What follows belongs to an exercise in optimizing a design on an open flow for small area, a short achievable clock period and few clock cycles; a production flow would make more cautious choices.
In this exercise RTL edits were held to simulation tests only and were not proved equivalent to the original.
Power is estimated from default activity; no workload was simulated.

Setup of job 2710:
// sorted_reminder_table_top
module sorted_reminder_table_top #(
  parameter int TABLE_DEPTH = srt_pkg::DEPTH_DEFAULT
) (
  input  wire logic                        clk,
  input  wire logic                        rst,
  input  wire logic                        in_valid,
  output logic                             in_stall,
  input  wire logic                        action,
  input  wire logic [srt_pkg::DAY_W-1:0]   day,
  input  wire logic [srt_pkg::HOUR_W-1:0]  hours,
  input  wire logic [srt_pkg::MIN_W-1:0]   minutes,
  input  wire logic [srt_pkg::TAG_W-1:0]   message_tag,
  output logic                             out_valid,
  input  wire logic                        out_stall,
  output logic [2:0]                       status,
  output logic [srt_pkg::SLOT_W-1:0]       slot,
  output logic [srt_pkg::DAY_W-1:0]        out_day,
  output logic [srt_pkg::HOUR_W-1:0]       out_hours,
  output logic [srt_pkg::MIN_W-1:0]        out_minutes,
  output logic [srt_pkg::TAG_W-1:0]        out_tag,
  output logic                             last
);
  localparam int N     = TABLE_DEPTH;
  localparam int NP    = 8;
  localparam int PSTEP = N / NP;
  localparam int NG    = N / 16;
  localparam int KW    = srt_pkg::DAY_W + srt_pkg::HOUR_W + srt_pkg::MIN_W;
  localparam int TW    = srt_pkg::TAG_W;
  localparam int RW    = $clog2(N);
  ...
Size in the first run: about 12,000 cells after synthesis, about 4,100 flip-flops, ~110 I/O pins.
export LEC_CHECK = 0
export ABC_CLOCK_PERIOD_IN_PS = 3000
export CAP_MARGIN = 20
export CORE_MARGIN = 2
export CORE_UTILIZATION = 70
export CTS_CLUSTER_DIAMETER = 60
export CTS_CLUSTER_SIZE = 30
export GPL_TIMING_DRIVEN = 1
export SETUP_SLACK_MARGIN = 2.7
export SLEW_MARGIN = 20
export BUFFER_PORTS_ARGS = -buffer_cell sky130_fd_sc_hd__buf_4
create_clock -name core_clock -period 5.5 [get_ports {clk}]
standard.sh (not shown) runs the stock make flow with config.mk's settings and CLKGATE_MAP_FILE= SYNTH_SCRIPT=/design/flow/synth_recipe.tcl, a recipe that flattens the netlist after the stock synthesis.
==> flow/flow/run.sh <==
#!/bin/bash
# Standard layout, with the port buffers made from plain buffers (buf_4) rather than the cell
# buffer_ports picks by default; everything else is the standard flow.
set -euo pipefail
cat >> config.mk <<'EOC'
export BUFFER_PORTS_ARGS = -buffer_cell sky130_fd_sc_hd__buf_4
EOC
bash standard.sh > standard.log 2>&1
The log for job 2710 ends in 5_1_grt with error GRT-0232, so the run never completed.
Testbench counts of job 2710, summed over its fixed seeds: cycles 5,895.
Changes in job 7231 relative to job 2710:
Settings: SETUP_SLACK_MARGIN now 2.6, was 2.7; MATCH_CELL_FOOTPRINT now 0, previously not set; CORE_UTILIZATION now 55, was 70.
==> flow/flow/run.sh <==
#!/bin/bash
# Standard layout, with the port buffers made from plain buffers (buf_4) rather than the cell
# buffer_ports picks by default, and timing repair free to resize a cell into any cell of the
# same function; everything else is the standard flow.
set -euo pipefail
cat >> config.mk <<'EOC'
export BUFFER_PORTS_ARGS = -buffer_cell sky130_fd_sc_hd__buf_4
export MATCH_CELL_FOOTPRINT = 0
EOC
bash standard.sh > standard.log 2>&1
Findings:
Job 7231: all stages complete, timing, DRC and antenna checks passed. Number of buffers between clock root and the deepest sink: job 2710 vs job 7231 identical. Any difference in post-DP HPWL between job 2710 and job 7231 is small enough to ignore. | worst slack at placement | job 7231 vs job 2710 | worse |. Between job 2710 and job 7231, the flow reports placement row count increasing by more than 10%. Looking at vertical extent of the die, job 7231 sits 13% higher than job 2710 does.
What job 5843 does differently from job 7231 at the input level:
Settings: MATCH_CELL_FOOTPRINT removed (was 0); CORE_UTILIZATION changed from 55 to 65.
==> flow/flow/run.sh <==
#!/bin/bash
# Standard layout, with the port buffers made from plain buffers (buf_4) rather than the cell
# buffer_ports picks by default; everything else is the standard flow.
set -euo pipefail
cat >> config.mk <<'EOC'
export BUFFER_PORTS_ARGS = -buffer_cell sky130_fd_sc_hd__buf_4
EOC
bash standard.sh > standard.log 2>&1
Worst-margin pin slew, job 5843 and job 7231, lower one = job 5843.
Against job 7231, reported leakage power in job 5843 fell slightly.
Job 5843 did not stop at any stage, and its layout met the timing, DRC and antenna checks.
Against job 7231, job 5843 reports a largest stage delay on the critical path that is lower.
Compared with job 7231, job 5843 has less setup slack.
Going from job 7231 to job 5843, number of buffers inserted to repair setup after CTS shrank by more than a quarter.
[inputs] job 4661 vs job 5843
Settings: CORE_UTILIZATION changed from 65 to 62; SETUP_SLACK_MARGIN changed from 2.6 to 2.75.
Results
Final cell area: job 4661 above job 5843. Job 4661 reports a lower number of iterations in the first detailed-routing pass than job 5843 does. Compared with job 5843, number of clock buffer instances in the layout in job 4661 decreased slightly. Critical path depth delta for job 4661 relative to job 5843: 3 higher. Job 4661 ends up with a total power that is 0.43% higher than in job 5843. Between job 5843 and job 4661, utilization of the core after routing decreased. Looking at launch point of the worst path, the F2[16] result is from job 4661; the M[52] one comes from job 5843.

[static timing again, ports no longer ideal]
No port has a modelled driver above. Below, the same layouts with a new extraction and two added sets of constraints. Step 1 (the two cells are an assumption about what drives the block):
set clk [get_ports {clk}]
set_driving_cell -lib_cell sky130_fd_sc_hd__clkbuf_16 $clk
set_driving_cell -lib_cell sky130_fd_sc_hd__buf_2 [delete_from_list [all_inputs] $clk]
Step 2, shift: input delay + t, output delay - t, t = (earliest + latest rising clock arrival at the registers) / 2. This alone moves slack from input paths to output paths. Slacks: no drivers / after step 1 / after step 2; pairs: no drivers / after step 1.
run	t, ns	setup slack, ns	cell pins on the clock port's net
job 7231	1.036	2.450 / 2.450 / 1.505	1
job 5843	1.035	2.429 / 2.429 / 1.472	1
job 4661	1.008	2.387 / 2.387 / 1.606	1
After both steps every run listed still meets setup and hold. The setup slack of job 5843, which loses most, moves by 0.000 ns with the drivers and by -0.957 ns with both steps.
